Source: an optimization exercise on an open RTL-to-GDS flow (aim: small area). Production flows keep margins and buffers that such runs may drop.
Function was checked by simulation only, so behaviour that the tests miss may differ from the original.
Power and IR drop assume default switching activity.

==> flow/design.v <==
module i2c_slave_regfile #(
  parameter logic [6:0] DEV_ADDR = 7'h39,
  parameter logic [7:0] RST_VAL  = 8'h00
) (
  input  logic       clk,
  input  logic       reset,
  input  logic       scl_in,
  input  logic       sda_in,
  output logic       sda_oen,
  output logic       wr_strobe,
  output logic [7:0] wr_addr,
  output logic [7:0] wr_data,
  input  logic [7:0] host_addr,
  output logic [7:0] host_data,
  output logic       busy
);
  localparam logic [2:0] S_IDLE = 3'd0;
  localparam logic [2:0] S_ADDR = 3'd1;
  localparam logic [2:0] S_REG  = 3'd2;
  localparam logic [2:0] S_WR   = 3'd3;
  localparam logic [2:0] S_RD   = 3'd4;
  localparam logic [2:0] S_IGN  = 3'd5;
  logic       scl_p0, scl_p1, scl_p2;
  logic       sda_p0, sda_p1, sda_p2;
  logic [2:0] state;
  logic [2:0] bit_cnt;
  logic [7:0] shift;
  logic [7:0] ptr;
  logic       ack_ph;     
  logic       ack_seen;   
  logic       ack_go;     
  logic [7:0] mem [256];
  logic       scl_rise, scl_fall, start_cond, stop_cond, active, mem_we;
  logic [7:0] rx_byte;
  always_ff @(posedge clk) begin
    if (reset) begin
      scl_p0 <= 1'b1; scl_p1 <= 1'b1; scl_p2 <= 1'b1;
      sda_p0 <= 1'b1; sda_p1 <= 1'b1; sda_p2 <= 1'b1;
    end else begin
      scl_p0 <= scl_in; scl_p1 <= scl_p0; scl_p2 <= scl_p1;
      sda_p0 <= sda_in; sda_p1 <= sda_p0; sda_p2 <= sda_p1;
    end
  end
  assign scl_rise   = scl_p1 & ~scl_p2;
  assign scl_fall   = ~scl_p1 & scl_p2;
  assign start_cond = scl_p1 & scl_p2 & ~sda_p1 & sda_p2;
  assign stop_cond  = scl_p1 & scl_p2 & sda_p1 & ~sda_p2;
  assign active     = (state == S_ADDR) || (state == S_REG) ||
                      (state == S_WR)   || (state == S_RD);
  assign rx_byte    = {shift[6:0], sda_p1};
  assign mem_we     = !start_cond && !stop_cond && active && scl_rise &&
                      !ack_ph && (bit_cnt == 3'd7) && (state == S_WR);
  always_ff @(posedge clk) begin
    if (reset) begin
      state     <= S_IDLE;
      bit_cnt   <= 3'd0;
      shift     <= 8'h00;
      ptr       <= 8'h00;
      ack_ph    <= 1'b0;
      ack_seen  <= 1'b0;
      ack_go    <= 1'b0;
      sda_oen   <= 1'b1;
      busy      <= 1'b0;
      wr_strobe <= 1'b0;
      wr_addr   <= 8'h00;
      wr_data   <= 8'h00;
    end else begin
      wr_strobe <= 1'b0;
      if (start_cond) begin
        state    <= S_ADDR;
        bit_cnt  <= 3'd0;
        ack_ph   <= 1'b0;
        ack_seen <= 1'b0;
        ack_go   <= 1'b0;
        sda_oen  <= 1'b1;
        busy     <= 1'b1;
      end else if (stop_cond) begin
        state    <= S_IDLE;
        bit_cnt  <= 3'd0;
        ack_ph   <= 1'b0;
        ack_seen <= 1'b0;
        ack_go   <= 1'b0;
        sda_oen  <= 1'b1;
        busy     <= 1'b0;
      end else if (active && scl_rise) begin
        if (!ack_ph) begin
          shift   <= (state == S_RD) ? {shift[6:0], 1'b1} : rx_byte;
          bit_cnt <= bit_cnt + 3'd1;
          if (bit_cnt == 3'd7) begin
            ack_ph <= 1'b1;
            case (state)
              S_ADDR: begin
                if (rx_byte[7:1] == DEV_ADDR) begin
                  ack_go <= 1'b1;
                  state  <= rx_byte[0] ? S_RD : S_REG;
                end else begin
                  ack_ph <= 1'b0;
                  state  <= S_IGN;
                end
              end
              S_REG: begin
                ptr    <= rx_byte;
                ack_go <= 1'b1;
                state  <= S_WR;
              end
              S_WR: begin
                wr_strobe <= 1'b1;
                wr_addr   <= ptr;
                wr_data   <= rx_byte;
                ptr       <= ptr + 8'd1;
                ack_go    <= 1'b1;
              end
              default: begin
                ptr    <= ptr + 8'd1;
                ack_go <= 1'b0;
              end
            endcase
          end
        end else begin
          ack_seen <= 1'b1;
          if ((state == S_RD) && !ack_go && sda_p1) begin
            state    <= S_IGN;
            ack_ph   <= 1'b0;
            ack_seen <= 1'b0;
          end
        end
      end else if (active && scl_fall) begin
        if (ack_ph && !ack_seen) begin
          sda_oen <= ~ack_go;
        end else if (ack_ph) begin
          ack_ph   <= 1'b0;
          ack_seen <= 1'b0;
          ack_go   <= 1'b0;
          if (state == S_RD) begin
            shift   <= mem[ptr];
            sda_oen <= mem[ptr][7];
          end else begin
            sda_oen <= 1'b1;
          end
        end else if (state == S_RD) begin
          sda_oen <= shift[7];
        end
      end
    end
  end
  always_ff @(posedge clk) begin
    if (reset) begin
      for (int i = 0; i < 256; i++) mem[i] <= RST_VAL;
      host_data <= RST_VAL;
    end else begin
      if (mem_we) mem[ptr] <= rx_byte;
      host_data <= mem[host_addr];
    end
  end
endmodule
==> flow/run.sh <==
#!/bin/bash
# synth_recipe.tcl (not shown) runs the flow's synth.tcl, then flattens the netlist and writes it again
# the make line also repeats each setting of config.mk as NAME=value (left out here)
make -C /OpenROAD-flow-scripts/flow DESIGN_CONFIG=/design/flow/config.mk WORK_HOME=/design/flow/orfs CLKGATE_MAP_FILE= SYNTH_SCRIPT=/design/flow/synth_recipe.tcl finish
==> flow/config.mk <==
export PLATFORM = sky130hd
export DESIGN_NAME = i2c_slave_regfile
export DESIGN_NICKNAME = i2c_slave_regfile
export VERILOG_FILES = /design/flow/design.v
export SDC_FILE = /design/flow/constraint.sdc
export NUM_CORES = 4
export LEC_CHECK = 0
export CAP_MARGIN = 20
export CORE_MARGIN = 2
export CORE_UTILIZATION = 40
export SLEW_MARGIN = 20
==> flow/constraint.sdc <==
create_clock -name core_clock -period 10.0 [get_ports {clk}]
set_input_delay 2.0000 -clock core_clock [delete_from_list [all_inputs] [get_ports {clk}]]
set_output_delay 2.0000 -clock core_clock [all_outputs]
set_load 0.01 [all_outputs]
==> run_results.csv, run 1 <==
group,metric,value,unit
run_status,status,"no timing/DRC/antenna violations",
timing,worst_pin_slew,1.23,ns
layout,fillers,24600,
worst_setup_path,r2r_slack,4.57,ns
flow_run,maxCapViolCount,0,
timing,hold_viol,0,
clock_tree,cts_sinks,2114,
worst_setup_path,cpMaxStageDelayCell,"a22oi_1",
placed_design,numPlacedInstances,10700,
logic_synthesis,yosys.area.top_type,"edfxtp_1",
global_routing,grtUsageTotal,0.279,
layout,final_nets,7158,
placed_design,dpl_worst_slack,3.35,ns
logic_synthesis,synth_cell_types,79,
pwr,switching_share,0.236,
logic_synthesis,synth_fp_nets,7833,
pwr,p_clk_frac,0.433,
timing,post-route-min-period,5.85,ns
logic_synthesis,syn_inst,7813,
worst_setup_path,cp.depth,9,
worst_setup_path,crit_fanout,57,
clock_tree,path_clk_slew,0.06,ns
route,avgViaCountPerCell,6.94,
clock_tree,clk_path_buf_depth,3,
floorplan,core,282000,um^2
logic_synthesis,syn_area_per_cell,14.5,um^2
worst_setup_path,end_kind,"flip-flop",
logic_synthesis,synthArstFlopShare,0,
floorplan,die_x,537,um
timing,slew_viol_final,0,
pwr,p_sw,4.75,mW
layout,drive_gt1_frac,0.224,
logic_synthesis,synth-seq-area-share,0.553,
clock_tree,cts_buffers,226,
route,drc,0,
worst_setup_path,rr_startpoint,"state[1]",
timing,setup_slack,4.15,ns
min_path,holdCritPathClass,"flip-flop to flip-flop",
logic_synthesis,yosys.cell_count.top_type,"edfxtp_1",
logic_synthesis,synth_largest_type_area_fraction,0.541,
route,drtIter0Drc,12300,
timing,finClkSkew,0.0833,ns
pwr,vdd_drop_max,0.000194,V
timing,fin_crit_sh,0.585,
layout,final_cells,11100,
route,wl_per_cell,36.8,um
clock_tree,h-tree-depth,4,
route,via_count,76900,
worst_setup_path,cp-start-kind,"input port",
timing,rsz0062_at_grt,"no",
route,drt_wl_total,407,mm
logic_synthesis,synth_edf_count,2048,
logic_synthesis,synthFlopType,"edfxtp_1",
floorplan,pin_count,39,
global_routing,grt_pass1_vias,75200,
layout,fin_util,0.438,
route,firstDrtPassIters,8,
pwr,p_per_area,163,nW/um^2
clock_tree,postCtsSetupBuffers,0,
logic_synthesis,ys_seq_elements,2114,
pwr,p_seq_frac,0.505,
clock_tree,cts_tree,"done",
worst_setup_path,cp.required,10.75,ns
worst_setup_path,ff2ff_path_depth,11,
clock_tree,clock_latency,0.93,ns
worst_setup_path,crit_type,"input port to flip-flop",
worst_setup_path,worstReg2RegEnd,"mem[28][5]",
logic_synthesis,synthTopCellsByArea,"edfxtp_1, mux4_2, and3_1, clkbuf_1, a21o_1",
timing,tns,0,ns
route,antenna_left,0,
timing,fmax,171,MHz
floorplan,chipHeight,537,um
worst_setup_path,cpMostUsedCell,"buf_4",
global_routing,antenna_found_initial,25,
worst_setup_path,endpoint,"host_data[6]",
floorplan,start_util,0.402,
worst_setup_path,crit_family,"compound AO/OA/AOI/OAI gates",
timing,max-slew-margin-rel,0.177,
placed_design,gp_routability_congestion,0.929,
global_routing,gr-total-overflow,0,
placed_design,portBuffers,38,
clock_tree,cts_resized,0,
pwr,intPower,15.4,mW
floorplan,rows,195,
global_routing,grt_max_degree,203,
clock_tree,ctsRootBufferMaster,"clkbuf_16",
global_routing,grt_pass1_wl,577,mm
layout,synthToLayoutAreaGrowth,8.82,%
worst_setup_path,path_cells,"buf_8 > buf_4 > buf_4 > mux4_2 > a22o_1 > a221oi_1 > o221ai_1 > a22oi_1 > a31oi_1",
worst_setup_path,path_buf_inv,3,
worst_setup_path,cp.arrival,6.60,ns
pwr,power_leakage,48.9,nW
worst_setup_path,critPathMaxStageDelay,0.78,ns
clock_tree,hold_buffers,0,
floorplan,dieArea,288000,um^2
logic_synthesis,syn_area,114000,um^2
pwr,total_power,20.1,mW
timing,finalSetupViolCount,0,
logic_synthesis,synth_commonest_cells,"edfxtp_1, and3_1, mux4_2",
logic_synthesis,ys_warn_count,1,
pwr,comb_power_share,0.063,
placed_design,hpwl,244,mm
worst_setup_path,startpoint,"host_addr[0]",
[cell usage in the layout, fill, tap and decap left out, types with 12 or more instances in the layout]
cell | Yosys | layout
clkdlybuf4s50_1 | 0 | 35
a211oi_1 | 13 | 13
o22ai_1 | 40 | 40
nor2_4 | 1 | 16
a221oi_1 | 95 | 95
and2_1 | 76 | 61
dfxtp_4 | 0 | 12
bufinv_16 | 0 | 22
a22oi_1 | 249 | 249
nand2_1 | 134 | 133
buf_12 | 2 | 25
clkbuf_1 | 887 | 51
nand2b_1 | 16 | 14
a21oi_1 | 123 | 123
clkbuf_8 | 0 | 15
o21ai_0 | 36 | 36
and2_4 | 0 | 13
clkinv_1 | 3 | 38
nand3_1 | 25 | 25
clkinv_2 | 0 | 42
buf_4 | 39 | 162
and3_1 | 1999 | 1995
nor3_1 | 25 | 24
a22o_1 | 90 | 90
a21o_1 | 251 | 251
o31ai_1 | 19 | 18
nor2_1 | 77 | 67
mux2i_1 | 68 | 68
clkbuf_16 | 0 | 228
nor2b_1 | 20 | 13
dfxtp_1 | 66 | 52
o221ai_1 | 29 | 29
edfxtp_1 | 2048 | 2048
mux4_2 | 1011 | 1011
or2_2 | 18 | 18
[flip-flops by register name, summed over array words and instances, names as in the netlist, 3 cells and up, named ones only]
| signal | count |
|---|---|
| shift | 8 |
| wr_data | 8 |
| bit_cnt | 3 |
| mem | 2048 |
| host_data | 8 |
| state | 3 |
| ptr | 8 |
| wr_addr | 8 |
[power by group through the flow]
stage / clock [mW] / combinational, mW / sequential [mW]
after detailed placement: 0 / 1.24 / 10.3
after floorplan: 0 / 0.796 / 10.2
after global routing: 9.05 / 1.29 / 10.2
after global placement: 0 / 1.23 / 10.3
final: 8.70 / 1.26 / 10.1
after CTS: 8.72 / 1.24 / 10.1
[final cells by class]
cell class                 count  area [um^2]  area share
sequential                  2114        62900       0.508
inverter                      10         37.5    0.000304
timing repair buffer         228         2140      0.0173
tap                         3743         4680      0.0379
multi-input combinational   4558        46400       0.375
antenna                        7         17.5    0.000142
clock buffer                 294         6100      0.0494
clock inverter               129         1430      0.0116
[cell families after synthesis]
family / Yosys count / share of synthesized area
AO/OA/AOI/OAI: 1005 / 0.0651
XOR/XNOR: 3 / 0.000231
adder cells (fa/ha/maj): 8 / 0.000881
buffers and inverters: 1141 / 0.0413
flip-flops: 2114 / 0.553
multiplexers: 1096 / 0.209
AND/OR/NAND/NOR: 2446 / 0.130
[metrics by stage]
| step | hold WS (ns) | area (um^2) |
|---|---|---|
| global route | 0.445 | 124000 |
| detailed placement | 0.407 | 116000 |
| CTS | 0.429 | 124000 |
| finish | 0.425 | 124000 |
| floorplan | 0.389 | 114000 |
| global placement | 0.401 | 116000 |
[how the worst min path moves through the flow]
stage	start	end	slack [ns]	cells past startpoint
2_1_floorplan	scl_p0	scl_p1	0.39	1
3_3_place_gp	sda_p0	sda_p1	0.40	1
3_5_place_dp	sda_p0	sda_p1	0.41	1
4_1_cts	sda_p0	sda_p1	0.43	1
5_1_grt	sda_p0	sda_p1	0.45	1
6_report	sda_p0	sda_p1	0.42	1
[layer usage]
layer / global-route usage / share of wire / up-vias
li1: - / - / 30400
met1: 0.373 / 0.37 / 39900
met2: 0.421 / 0.45 / 5544
met3: 0.0703 / 0.12 / 984
met4: 0.143 / 0.058 / 16
met5: 0 / 0.00027 / -
==> run 2, diff against run 1 <==
--- a/flow/design.v
+++ b/flow/design.v
@@ -25,12 +25,12 @@
   logic [2:0] state;
   logic [2:0] bit_cnt;
-  logic [7:0] shift;
+  logic [6:0] shift;      
   logic [7:0] ptr;
   logic       ack_ph;     
   logic       ack_seen;   
   logic       ack_go;     
-  logic [7:0] mem [256];
   logic       scl_rise, scl_fall, start_cond, stop_cond, active, mem_we;
   logic [7:0] rx_byte;
+  logic       tx_bit;
   always_ff @(posedge clk) begin
     if (reset) begin
@@ -48,12 +48,14 @@
   assign active     = (state == S_ADDR) || (state == S_REG) ||
                       (state == S_WR)   || (state == S_RD);
-  assign rx_byte    = {shift[6:0], sda_p1};
-  assign mem_we     = !start_cond && !stop_cond && active && scl_rise &&
-                      !ack_ph && (bit_cnt == 3'd7) && (state == S_WR);
+  assign rx_byte    = {shift, sda_p1};
+  assign mem_we     = scl_rise && !ack_ph && (bit_cnt == 3'd7) && (state == S_WR);
+  always_ff @(posedge clk) begin
+    if (reset)         shift <= 7'h00;
+    else if (scl_rise) shift <= rx_byte[6:0];
+  end
   always_ff @(posedge clk) begin
     if (reset) begin
       state     <= S_IDLE;
       bit_cnt   <= 3'd0;
-      shift     <= 8'h00;
       ptr       <= 8'h00;
       ack_ph    <= 1'b0;
@@ -85,5 +87,4 @@
       end else if (active && scl_rise) begin
         if (!ack_ph) begin
-          shift   <= (state == S_RD) ? {shift[6:0], 1'b1} : rx_byte;
           bit_cnt <= bit_cnt + 3'd1;
           if (bit_cnt == 3'd7) begin
@@ -132,24 +133,46 @@
           ack_seen <= 1'b0;
           ack_go   <= 1'b0;
-          if (state == S_RD) begin
-            shift   <= mem[ptr];
-            sda_oen <= mem[ptr][7];
-          end else begin
-            sda_oen <= 1'b1;
-          end
+          sda_oen  <= (state == S_RD) ? tx_bit : 1'b1;
         end else if (state == S_RD) begin
-          sda_oen <= shift[7];
+          sda_oen <= tx_bit;
         end
       end
     end
   end
-  always_ff @(posedge clk) begin
-    if (reset) begin
-      for (int i = 0; i < 256; i++) mem[i] <= RST_VAL;
-      host_data <= RST_VAL;
-    end else begin
-      if (mem_we) mem[ptr] <= rx_byte;
-      host_data <= mem[host_addr];
+  logic [7:0]   mem [256];
+  logic [15:0]  p_lo, p_hi, h_lo, h_hi;
+  logic [255:0] row_en;
+  logic [7:0]   wdata;
+  always_comb begin
+    for (int i = 0; i < 16; i++) begin
+      p_lo[i] = (ptr[3:0] == 4'(i));
+      p_hi[i] = (ptr[7:4] == 4'(i));
+      h_lo[i] = (host_addr[3:0] == 4'(i));
+      h_hi[i] = (host_addr[7:4] == 4'(i));
     end
   end
+  assign wdata = reset ? RST_VAL : rx_byte;
+  always_comb begin
+    for (int i = 0; i < 256; i++)
+      row_en[i] = reset | (mem_we & p_hi[i/16] & p_lo[i%16]);
+  end
+  for (genvar i = 0; i < 256; i++) begin : g_row
+    always_ff @(posedge clk) begin
+      if (row_en[i]) mem[i] <= wdata;
+    end
+  end
+  logic [7:0] h_rd, p_rd;
+  always_comb begin
+    h_rd = 8'h00;
+    p_rd = 8'h00;
+    for (int i = 0; i < 256; i++) begin
+      h_rd |= mem[i] & {8{h_hi[i/16] & h_lo[i%16]}};
+      p_rd |= mem[i] & {8{p_hi[i/16] & p_lo[i%16]}};
+    end
+  end
+  assign tx_bit = p_rd[~bit_cnt];
+  always_ff @(posedge clk) begin
+    if (reset) host_data <= RST_VAL;
+    else       host_data <= h_rd;
+  end
 endmodule
==> run 2 against run 1 <==
  * Synthesized cell count shrank 15%
  * Area after synthesis shrank 19%
  * The run now fails in global routing
==> run_results.csv, run 2 <==
group,metric,value,unit
global_routing,grt_pass1_vias,121000,
run_status,stop_stage,"global routing",
global_routing,grt_max_degree,152,
placed_design,numPlacedInstances,10000,
floorplan,chipHeight,484,um
logic_synthesis,synth_fp_nets,6687,
clock_tree,h-tree-depth,4,
clock_tree,cts_sinks,2105,
logic_synthesis,syn_area_per_cell,13.8,um^2
floorplan,die_x,484,um
logic_synthesis,synth_largest_type_area_fraction,0.666,
clock_tree,cts_buffers,231,
clock_tree,cts_resized,0,
floorplan,pin_count,39,
run_status,firstError,"[ERROR GRT-0116] Global routing finished with congestion. Check the congestion regions in the DRC Viewer.",
global_routing,grtUsageTotal,1.09,
placed_design,place_area,102000,um^2
logic_synthesis,syn_inst,6668,
logic_synthesis,ys_warn_count,2,
placed_design,dpl_worst_slack,2.68,ns
clock_tree,ctsRootBufferMaster,"clkbuf_16",
logic_synthesis,yosys.area.top_type,"edfxtp_1",
logic_synthesis,synthTopCellsByArea,"edfxtp_1, a22oi_1, a22o_1, a221oi_1, a32oi_1",
logic_synthesis,synth_cell_types,79,
clock_tree,hold_buffers,0,
logic_synthesis,synth-seq-area-share,0.679,
logic_synthesis,synthArstFlopShare,0,
clock_tree,clk_path_buf_depth,3,
logic_synthesis,syn_area,92300,um^2
clock_tree,postCtsSetupBuffers,0,
logic_synthesis,synthFlopType,"edfxtp_1",
logic_synthesis,synth_edf_count,2048,
run_status,status,"aborted with a tool error",
floorplan,rows,176,
logic_synthesis,synth_commonest_cells,"edfxtp_1, a22oi_1, nor2_1",
placed_design,hpwl,900,mm
global_routing,gr-total-overflow,24500,
placed_design,portBuffers,38,
global_routing,grt_pass1_wl,1660,mm
logic_synthesis,ys_seq_elements,2105,
placed_design,gp_routability_congestion,1.76,
logic_synthesis,yosys.cell_count.top_type,"edfxtp_1",
floorplan,start_util,0.402,
[run 2: how the worst max path moves through the flow]
stage / from / slack, ns / end
floorplan: reset / 0.1 / mem[0][7]
global placement: host_addr[3] / 1.43 / host_data[6]
detailed placement: host_addr[3] / 2.68 / host_data[1]
CTS: ptr[0] / 2.98 / sda_oen
[run 2: routing by layer]
layer	GRT overflow	global-route usage
met3	3346	1.01
met5	299	0.911
met1	4409	1.04
met2	12700	1.23
met4	3729	1.07
[run 2: logic make-up after synthesis]
logic type | synth area share
flops | 0.679
compound gates | 0.209
simple gates | 0.0878
buf+inv | 0.0197
xor+xnor | 0.000285
fa+ha+maj | 0.000949
mux | 0.00313
[run 2: power groups by stage]
stage	clock (mW)	sequential, mW	combinational [mW]
after CTS	8.81	10.9	0.934
after detailed placement	0	11.1	0.933
after global placement	0	11.1	0.927
after floorplan	0	10.5	0.271

[what the ideal ports hide]
In the flow no input, the clock included, has a driving cell. The finished layout below was timed again as built, in two steps. Step 1: set_driving_cell puts a clkbuf_16 on clk and a buf_2 on each other input, an assumption about the parent block. Step 2 moves the port delays by t, midway between the first and last clock arrival at a register: inputs arrive t later, outputs are due t later. That takes back most of the time a late clock gives input paths. a / b / c = ideal ports / drivers / drivers and shift; a / b = the first two.
run: run 1
t, ns: 1.002
setup slack, ns: 4.149 / 4.192 / 3.190
hold slack, ns: 0.425 / 0.425 / 0.425
slew at the worst register clock pin (ns): 0.07 / 0.07
pins driven straight from the clock port: 1
After both steps run 1 still meets setup and hold. For run 1, drivers alone change the setup slack by +0.043 ns; drivers and shift together by -0.959 ns.
